What follows belongs to an exercise in optimizing a design on an open flow for small area, a short achievable clock period and few clock cycles per item; a production flow would make more cautious choices.
RTL that was checked went through simulation tests only; none was proved equivalent to the original.

==> module subbytes_pipe, before the edit <==
module subbytes_pipe #(
    parameter int NUM_BYTES = 16,
    parameter int LANE_W    = 8
) (
    input  logic                   clk_i,
    input  logic                   rst_ni,
    input  logic                   in_valid_i,
    output logic                   in_ready_o,
    input  logic [8*NUM_BYTES-1:0] in_data_i,
    input  logic                   inv_i,
    output logic                   out_valid_o,
    input  logic                   out_ready_i,
    output logic [8*NUM_BYTES-1:0] out_data_o,
    output logic                   busy_o
);
    if (LANE_W != 8) begin : g_bad_lane_w
        $error("subbytes_pipe: LANE_W must be 8");
    end
    if (NUM_BYTES < 1 || NUM_BYTES > 16) begin : g_bad_num_bytes
        $error("subbytes_pipe: NUM_BYTES must be in 1..16");
    end
    localparam int NB = NUM_BYTES;
    logic            adv;         
    logic            acc;         
    logic            inc;         
    logic            o_free;      
    logic            sp_valid;    
    logic [8*NB-1:0] sp_data;
    logic [8*NB-1:0] res;         
    logic [8*NB-1:0] o_new;       
    logic [8*NB-1:0] o_d;         
    logic            sp_valid_d;
    logic            o_valid_d;
    logic            v1;
    logic            inv1;
    logic [8*NB-1:0] b1_d, b1_q;
    logic            v2;
    logic            inv2;
    logic [12*NB-1:0] b2_d, b2_q;
    logic            busy_q;
    logic            rdy_q;       
    assign adv        = !sp_valid;
    assign in_ready_o = rdy_q;
    assign acc        = in_valid_i && rdy_q;
    assign inc        = adv && v2;
    assign o_free     = !out_valid_o || out_ready_i;
    assign busy_o     = busy_q;
    for (genvar k = 0; k < NB; k++) begin : g_lane
        sb_x_t u_x_t (.a(in_data_i[8*k +: 8]), .inv(inv_i), .b(b1_d[8*k +: 8]));
        sb_t_te u_t_te (.a(b1_q[8*k +: 8]), .inv(inv1), .b(b2_d[12*k +: 12]));
        sb_te_y u_te_y (.a(b2_q[12*k +: 12]), .inv(inv2), .b(res[8*k +: 8]));
    end
    assign o_new = sp_valid ? sp_data : res;
    assign o_d   = o_free ? o_new : out_data_o;
    assign o_valid_d  = o_free ? (sp_valid || inc) : 1'b1;
    assign sp_valid_d = o_free ? (sp_valid && inc) : (sp_valid || inc);
    always_ff @(posedge clk_i or negedge rst_ni) begin
        if (!rst_ni) begin
            rdy_q       <= 1'b1;
            busy_q      <= 1'b0;
            sp_valid    <= 1'b0;
            out_valid_o <= 1'b0;
            v1          <= 1'b0;
            v2          <= 1'b0;
        end else begin
            rdy_q       <= !sp_valid_d;
            sp_valid    <= sp_valid_d;
            out_valid_o <= o_valid_d;
            busy_q      <= o_valid_d || sp_valid_d || (adv ? (acc || v1) : (v1 || v2));
            if (adv) begin
                v1 <= acc;
                v2 <= v1;
            end
        end
    end
    always_ff @(posedge clk_i) begin
        if (adv) begin
            b1_q <= b1_d;
            inv1 <= inv_i;
            b2_q <= b2_d;
            inv2 <= inv1;
        end
        if (!sp_valid) sp_data <= res;
        out_data_o <= o_d;
    end
endmodule
Settings: LEC_CHECK=0, CAP_MARGIN=20, CORE_MARGIN=2, CORE_UTILIZATION=65, CTS_CLUSTER_DIAMETER=100, CTS_CLUSTER_SIZE=24, PLACE_DENSITY=0.75, SLEW_MARGIN=20, SYNTH_HIERARCHICAL=1, SYNTH_MINIMUM_KEEP_SIZE=0; clock period 13.0 ns.
standard.sh (not shown) runs the stock make flow with config.mk's settings and CLKGATE_MAP_FILE= SYNTH_SCRIPT=/design/flow/synth_recipe.tcl, a recipe that flattens the netlist after the stock synthesis.
==> flow/flow/run.sh <==
#!/bin/bash
export BUFFER_PORTS_ARGS="-buffer_cell sky130_fd_sc_hd__buf_2"
bash standard.sh finish SETUP_SLACK_MARGIN=${MARGIN:-9} > standard.log 2>&1
Testbench counts at the start, summed over its fixed seeds: cycles 6,012, items 6,000.
Next try:
--- a/flow/design.v
+++ b/flow/design.v
@@ -39,11 +39,12 @@
     logic [12*NB-1:0] b2_d, b2_q;
     logic            busy_q;
     logic            rdy_q;       
+    logic            ovn_q;       
     assign adv        = !sp_valid;
     assign in_ready_o = rdy_q;
     assign acc        = in_valid_i && rdy_q;
     assign inc        = adv && v2;
-    assign o_free     = !out_valid_o || out_ready_i;
+    assign o_free     = ovn_q || out_ready_i;
     assign busy_o     = busy_q;
     for (genvar k = 0; k < NB; k++) begin : g_lane
         sb_x_t u_x_t (.a(in_data_i[8*k +: 8]), .inv(inv_i), .b(b1_d[8*k +: 8]));
@@ -51,12 +52,15 @@
         sb_te_y u_te_y (.a(b2_q[12*k +: 12]), .inv(inv2), .b(res[8*k +: 8]));
     end
     assign o_new = sp_valid ? sp_data : res;
-    assign o_d   = o_free ? o_new : out_data_o;
+    for (genvar j = 0; j < 8*NB; j++) begin : g_ohold
+        g_mux2 u_ohold (.s(o_free), .a0(out_data_o[j]), .a1(o_new[j]), .y(o_d[j]));
+    end
     assign o_valid_d  = o_free ? (sp_valid || inc) : 1'b1;
     assign sp_valid_d = o_free ? (sp_valid && inc) : (sp_valid || inc);
     always_ff @(posedge clk_i or negedge rst_ni) begin
         if (!rst_ni) begin
-            rdy_q       <= 1'b1;
+            rdy_q       <= 1'b0;
+            ovn_q       <= 1'b1;
             busy_q      <= 1'b0;
             sp_valid    <= 1'b0;
             out_valid_o <= 1'b0;
@@ -64,6 +68,7 @@
             v2          <= 1'b0;
         end else begin
             rdy_q       <= !sp_valid_d;
+            ovn_q       <= !o_valid_d;
             sp_valid    <= sp_valid_d;
             out_valid_o <= o_valid_d;
             busy_q      <= o_valid_d || sp_valid_d || (adv ? (acc || v1) : (v1 || v2));
=> The new run finished clean; core utilization grows by 0.60 points; final area increases by 1.7%; sequential share of layout area drops by 3.6 points; first-iteration DRC count goes down by 13%; routed wire length goes down by 3.3%; synthesized area rose by 1.5%; clock-buffer cell count is lower by 2; clock skew goes up by 3.4 ps; critical path depth goes up by 5; maximum frequency stays flat; worst setup slack stays flat.
Function not checked in the second run of this note: the RTL went through the layout flow alone.

* * *

subbytes_pipe, a different RTL version from the one above (not shown whole).
For scale: ~3800 cells after synthesis, roughly 580 flip-flops, ~260 I/O pins, ~0.041 mm2 of cells after synthesis.
==> module subbytes_pipe, before the edit <==
module subbytes_pipe #(
    parameter int NUM_BYTES = 16,
    parameter int LANE_W    = 8
) (
    input  logic                   clk_i,
    input  logic                   rst_ni,
    input  logic                   in_valid_i,
    output logic                   in_ready_o,
    input  logic [8*NUM_BYTES-1:0] in_data_i,
    input  logic                   inv_i,
    output logic                   out_valid_o,
    input  logic                   out_ready_i,
    output logic [8*NUM_BYTES-1:0] out_data_o,
    output logic                   busy_o
);
    if (LANE_W != 8) begin : g_bad_lane_w
        $error("subbytes_pipe: LANE_W must be 8");
    end
    if (NUM_BYTES < 1 || NUM_BYTES > 16) begin : g_bad_num_bytes
        $error("subbytes_pipe: NUM_BYTES must be in 1..16");
    end
    localparam int NB = NUM_BYTES;
    logic            adv;         
    logic            acc;         
    logic            inc;         
    logic            o_free;      
    logic            sp_valid;    
    logic [8*NB-1:0] sp_data;
    logic [8*NB-1:0] res;         
    logic            sp_valid_d;
    logic            o_valid_d;
    logic            v1;
    logic            inv1;
    logic [8*NB-1:0] b1_d, b1_q;
    logic            v2;
    logic            inv2;
    logic [12*NB-1:0] b2_d, b2_q;
    logic            busy_q;
    logic            rdy_q;       
    assign adv        = !sp_valid;
    assign in_ready_o = rdy_q;
    assign acc        = in_valid_i && rdy_q;
    assign inc        = adv && v2;
    assign o_free     = !out_valid_o || out_ready_i;
    assign busy_o     = busy_q;
    for (genvar k = 0; k < NB; k++) begin : g_lane
        sb_x_t u_x_t (.a(in_data_i[8*k +: 8]), .inv(inv_i), .b(b1_d[8*k +: 8]));
        sb_t_te u_t_te (.a(b1_q[8*k +: 8]), .inv(inv1), .b(b2_d[12*k +: 12]));
        sb_te_y u_te_y (.a(b2_q[12*k +: 12]), .inv(inv2), .b(res[8*k +: 8]));
    end
    assign o_valid_d  = o_free ? (sp_valid || inc) : 1'b1;
    assign sp_valid_d = o_free ? (sp_valid && inc) : (sp_valid || inc);
    always_ff @(posedge clk_i or negedge rst_ni) begin
        if (!rst_ni) begin
            rdy_q       <= 1'b1;
            busy_q      <= 1'b0;
            sp_valid    <= 1'b0;
            out_valid_o <= 1'b0;
            v1          <= 1'b0;
            v2          <= 1'b0;
        end else begin
            rdy_q       <= !sp_valid_d;
            sp_valid    <= sp_valid_d;
            out_valid_o <= o_valid_d;
            busy_q      <= o_valid_d || sp_valid_d || (adv ? (acc || v1) : (v1 || v2));
            if (adv) begin
                v1 <= acc;
                v2 <= v1;
            end
        end
    end
    always_ff @(posedge clk_i) begin
        if (adv) begin
            b1_q <= b1_d;
            inv1 <= inv_i;
            b2_q <= b2_d;
            inv2 <= inv1;
        end
        if (!sp_valid) sp_data <= res;
        if (o_free) out_data_o <= sp_valid ? sp_data : res;
    end
endmodule
export LEC_CHECK = 0
export CAP_MARGIN = 20
export CORE_MARGIN = 2
export CORE_UTILIZATION = 45
export PLACE_DENSITY = 0.6
export SLEW_MARGIN = 20
export SYNTH_HIERARCHICAL = 1
export SYNTH_MINIMUM_KEEP_SIZE = 0
create_clock -name core_clock -period 13.0 [get_ports {clk_i}]
==> flow/flow/run.sh <==
#!/bin/bash
# Own layout flow: the standard flow (standard.sh) with two changes that
# only affect how the layout is built:
#  - port buffers use buf_4 instead of the default small delay-buffer cell
#  - repair_timing aims for extra setup slack (SETUP_SLACK_MARGIN), so gates on
#    the critical paths get sized up although the 13 ns clock is met anyway
# Each tool's output goes to standard.log (and ORFS's own per-step logs).
export BUFFER_PORTS_ARGS="-buffer_cell sky130_fd_sc_hd__buf_2"
bash standard.sh finish SETUP_SLACK_MARGIN=${MARGIN:-9} > standard.log 2>&1
The starting point passed the timing, design-rule and antenna checks.
==> next run, changes <==
--- a/flow/design.v
+++ b/flow/design.v
@@ -26,8 +26,10 @@
     logic            o_free;      
     logic            sp_valid;    
     logic [8*NB-1:0] sp_data;
     logic [8*NB-1:0] res;         
+    logic [8*NB-1:0] o_new;       
+    logic [8*NB-1:0] o_d;         
     logic            sp_valid_d;
     logic            o_valid_d;
     logic            v1;
     logic            inv1;
@@ -47,8 +49,12 @@
         sb_x_t u_x_t (.a(in_data_i[8*k +: 8]), .inv(inv_i), .b(b1_d[8*k +: 8]));
         sb_t_te u_t_te (.a(b1_q[8*k +: 8]), .inv(inv1), .b(b2_d[12*k +: 12]));
         sb_te_y u_te_y (.a(b2_q[12*k +: 12]), .inv(inv2), .b(res[8*k +: 8]));
     end
+    assign o_new = sp_valid ? sp_data : res;
+    for (genvar j = 0; j < 8*NB; j++) begin : g_ohold
+        g_mux2 u_ohold (.s(o_free), .a0(out_data_o[j]), .a1(o_new[j]), .y(o_d[j]));
+    end
     assign o_valid_d  = o_free ? (sp_valid || inc) : 1'b1;
     assign sp_valid_d = o_free ? (sp_valid && inc) : (sp_valid || inc);
     always_ff @(posedge clk_i or negedge rst_ni) begin
         if (!rst_ni) begin
@@ -76,9 +82,9 @@
             b2_q <= b2_d;
             inv2 <= inv1;
         end
         if (!sp_valid) sp_data <= res;
-        if (o_free) out_data_o <= sp_valid ? sp_data : res;
+        out_data_o <= o_d;
     end
 endmodule
 module gf16_inv (
     input  logic [3:0] d,
@@ -489,7 +495,10 @@
 endmodule
 module g_o22ai (input logic a1, input logic a2, input logic b1, input logic b2, output logic y);
     assign y = ~((a1 | a2) & (b1 | b2));
 endmodule
+module g_mux2 (input logic s, input logic a0, input logic a1, output logic y);
+    assign y = s ? a1 : a0;
+endmodule
 module g_inv (input logic a, output logic y);
     assign y = ~a;
 endmodule
Outcome:
- critical path depth does not change
- area after synthesis climbs slightly
- final area climbs slightly
- setup slack got worse by 0.058 ns
- clock-buffer cell count goes down by 4
- utilization is about the same
- non-clock buffer count decreases by 3
- die area goes up slightly
- wire length increases by a few percent
- clock skew grows by 0.0064 ns
- worst hold slack improves by 0.0097 ns
No run of this note included a check of the RTL's function; only the layout flow was run.

* * *

Setup of rev 12:
Another version of the RTL of subbytes_pipe (not shown whole).
Size: roughly 260 I/O pins, roughly 0.038 sq mm of cells after synthesis.
==> module subbytes_pipe, before the edit <==
module subbytes_pipe #(
    parameter int NUM_BYTES = 16,
    parameter int LANE_W    = 8
) (
    input  logic                   clk_i,
    input  logic                   rst_ni,
    input  logic                   in_valid_i,
    output logic                   in_ready_o,
    input  logic [8*NUM_BYTES-1:0] in_data_i,
    input  logic                   inv_i,
    output logic                   out_valid_o,
    input  logic                   out_ready_i,
    output logic [8*NUM_BYTES-1:0] out_data_o,
    output logic                   busy_o
);
    if (LANE_W != 8) begin : g_bad_lane_w
        $error("subbytes_pipe: LANE_W must be 8");
    end
    if (NUM_BYTES < 1 || NUM_BYTES > 16) begin : g_bad_num_bytes
        $error("subbytes_pipe: NUM_BYTES must be in 1..16");
    end
    localparam int NB = NUM_BYTES;
    logic            adv;         
    logic            acc;         
    logic            inc;         
    logic            o_free;      
    logic            sp_valid;    
    logic [8*NB-1:0] sp_data;
    logic [8*NB-1:0] res;         
    logic [8*NB-1:0] o_new;       
    logic [8*NB-1:0] o_d;         
    logic            sp_valid_d;
    logic            o_valid_d;
    logic            v1;
    logic            inv1;
    logic [8*NB-1:0] b1_d, b1_q;
    logic            v2;
    logic            inv2;
    logic [8*NB-1:0] b2_d, b2_q;
    logic            busy_q;
    logic            rdy_q;       
    logic            ovn_q;       
    assign adv        = !sp_valid;
    assign in_ready_o = rdy_q;
    assign acc        = in_valid_i && rdy_q;
    assign inc        = adv && v2;
    assign o_free     = ovn_q || out_ready_i;
    assign busy_o     = busy_q;
    for (genvar k = 0; k < NB; k++) begin : g_lane
        sb_x_t u_x_t (.a(in_data_i[8*k +: 8]), .inv(inv_i), .b(b1_d[8*k +: 8]));
        sb_t_r u_t_r (.a(b1_q[8*k +: 8]), .inv(inv1), .b(b2_d[8*k +: 8]));
        sb_r_y u_r_y (.a(b2_q[8*k +: 8]), .inv(inv2), .b(res[8*k +: 8]));
    end
    assign o_new = sp_valid ? sp_data : res;
    for (genvar j = 0; j < 8*NB; j++) begin : g_ohold
        g_mux2 u_ohold (.s(o_free), .a0(out_data_o[j]), .a1(o_new[j]), .y(o_d[j]));
    end
    assign o_valid_d  = o_free ? (sp_valid || inc) : 1'b1;
    assign sp_valid_d = o_free ? (sp_valid && inc) : (sp_valid || inc);
    always_ff @(posedge clk_i or negedge rst_ni) begin
        if (!rst_ni) begin
            rdy_q       <= 1'b0;
            ovn_q       <= 1'b1;
            busy_q      <= 1'b0;
            sp_valid    <= 1'b0;
            out_valid_o <= 1'b0;
            v1          <= 1'b0;
            v2          <= 1'b0;
        end else begin
            rdy_q       <= !sp_valid_d;
            ovn_q       <= !o_valid_d;
            sp_valid    <= sp_valid_d;
            out_valid_o <= o_valid_d;
            busy_q      <= o_valid_d || sp_valid_d || (adv ? (acc || v1) : (v1 || v2));
            if (adv) begin
                v1 <= acc;
                v2 <= v1;
            end
        end
    end
    always_ff @(posedge clk_i) begin
        if (adv) begin
            b1_q <= b1_d;
            inv1 <= inv_i;
            b2_q <= b2_d;
            inv2 <= inv1;
        end
        if (!sp_valid) sp_data <= res;
        out_data_o <= o_d;
    end
endmodule
Settings: LEC_CHECK=0, CAP_MARGIN=20, CORE_MARGIN=2, CORE_UTILIZATION=65, CTS_CLUSTER_DIAMETER=100, CTS_CLUSTER_SIZE=24, PLACE_DENSITY=0.75, SLEW_MARGIN=20, SYNTH_HIERARCHICAL=1, SYNTH_MINIMUM_KEEP_SIZE=0; clock period 13.0 ns.
==> flow/flow/run.sh <==
#!/bin/bash
export BUFFER_PORTS_ARGS="-buffer_cell sky130_fd_sc_hd__buf_1"
bash standard.sh finish SETUP_SLACK_MARGIN=${MARGIN:-9.2} > standard.log 2>&1
For rev 13, these inputs were changed with respect to rev 12:
--- a/flow/design.v
+++ b/flow/design.v
@@ -37,40 +37,35 @@
     logic            v2;
     logic            inv2;
     logic [8*NB-1:0] b2_d, b2_q;
     logic            busy_q;
     logic            rdy_q;       
-    logic            ovn_q;       
     assign adv        = !sp_valid;
     assign in_ready_o = rdy_q;
     assign acc        = in_valid_i && rdy_q;
     assign inc        = adv && v2;
-    assign o_free     = ovn_q || out_ready_i;
+    assign o_free     = !out_valid_o || out_ready_i;
     assign busy_o     = busy_q;
     for (genvar k = 0; k < NB; k++) begin : g_lane
         sb_x_t u_x_t (.a(in_data_i[8*k +: 8]), .inv(inv_i), .b(b1_d[8*k +: 8]));
         sb_t_r u_t_r (.a(b1_q[8*k +: 8]), .inv(inv1), .b(b2_d[8*k +: 8]));
         sb_r_y u_r_y (.a(b2_q[8*k +: 8]), .inv(inv2), .b(res[8*k +: 8]));
     end
     assign o_new = sp_valid ? sp_data : res;
-    for (genvar j = 0; j < 8*NB; j++) begin : g_ohold
-        g_mux2 u_ohold (.s(o_free), .a0(out_data_o[j]), .a1(o_new[j]), .y(o_d[j]));
-    end
+    assign o_d   = o_free ? o_new : out_data_o;
     assign o_valid_d  = o_free ? (sp_valid || inc) : 1'b1;
     assign sp_valid_d = o_free ? (sp_valid && inc) : (sp_valid || inc);
     always_ff @(posedge clk_i or negedge rst_ni) begin
         if (!rst_ni) begin
-            rdy_q       <= 1'b0;
-            ovn_q       <= 1'b1;
+            rdy_q       <= 1'b1;
             busy_q      <= 1'b0;
             sp_valid    <= 1'b0;
             out_valid_o <= 1'b0;
             v1          <= 1'b0;
             v2          <= 1'b0;
         end else begin
             rdy_q       <= !sp_valid_d;
-            ovn_q       <= !o_valid_d;
             sp_valid    <= sp_valid_d;
             out_valid_o <= o_valid_d;
             busy_q      <= o_valid_d || sp_valid_d || (adv ? (acc || v1) : (v1 || v2));
             if (adv) begin
                 v1 <= acc;
Results
Looking at rev 13 and rev 12, the simple-gate share of the synthesized area is a wash. Rev 12 fits on a die that is larger than the die of rev 13. Between rev 12 and rev 13, maximum frequency decreased. Slack of the critical path: rev 13 vs rev 12 down 77 ps. Rev 13 has completed all stages; timing, DRC and antenna checks passed. The area after synthesis in rev 13 sits 1.6% below the value recorded for rev 12. Delta (rev 13 minus rev 12): xor-xnor portion of the synthesized cell area increased by 0.57 points relative to the old numbers, post-synthesis instance total decreased by about 3.5% relative to the old numbers, number of cell instances on the worst register-to-register path decreased by 1 relative to the old numbers, flip-flop and latch count after synthesis closely matched the old numbers.
Testbench counts of rev 13, summed over its fixed seeds: cycles 6,012, items 6,000.
For rev 12, only the layout was checked, not whether the RTL still works.

-- static timing again, ports no longer ideal --
Ports are ideal in the flow. The routed layouts listed here were re-timed in OpenROAD.
Step 1, drivers: a clkbuf_16 drives clk_i and a buf_2 each remaining input, both assumed.
Step 2 times the ports against the registers' clock, not the clock port: input delays grow and output delays shrink by t, the midpoint of the rising clock arrivals with the driver on.
Three values: no drivers, after step 1, after step 2; two values: the first two.
run	shift t [ns]	slack for setup (ns)	hold WS [ns]	worst data-port slew with drivers (ns)	pins driven straight from the clock port
the first run of note 1	0.671	9.123 / 9.058 / 8.514	0.451 / 0.451 / 0.451	0.11	1
the second run of note 1	0.684	9.124 / 9.068 / 8.478	0.429 / 0.429 / 0.429	0.13	1
the first run of note 2	0.671	9.104 / 9.044 / 8.479	0.417 / 0.417 / 0.417	0.06	1
the second run of note 2	0.681	9.046 / 8.979 / 8.433	0.426 / 0.426 / 0.426	0.11	1
rev 12	0.650	9.247 / 9.182 / 8.680	0.434 / 0.434 / 0.434	0.10	1
rev 13	0.647	9.170 / 9.109 / 8.694	0.462 / 0.462 / 0.462	0.13	1
After both steps setup and hold are still met in every run listed. For the second run of note 1, which loses most, drivers alone change the setup slack by -0.056 ns; drivers and shift together by -0.646 ns.
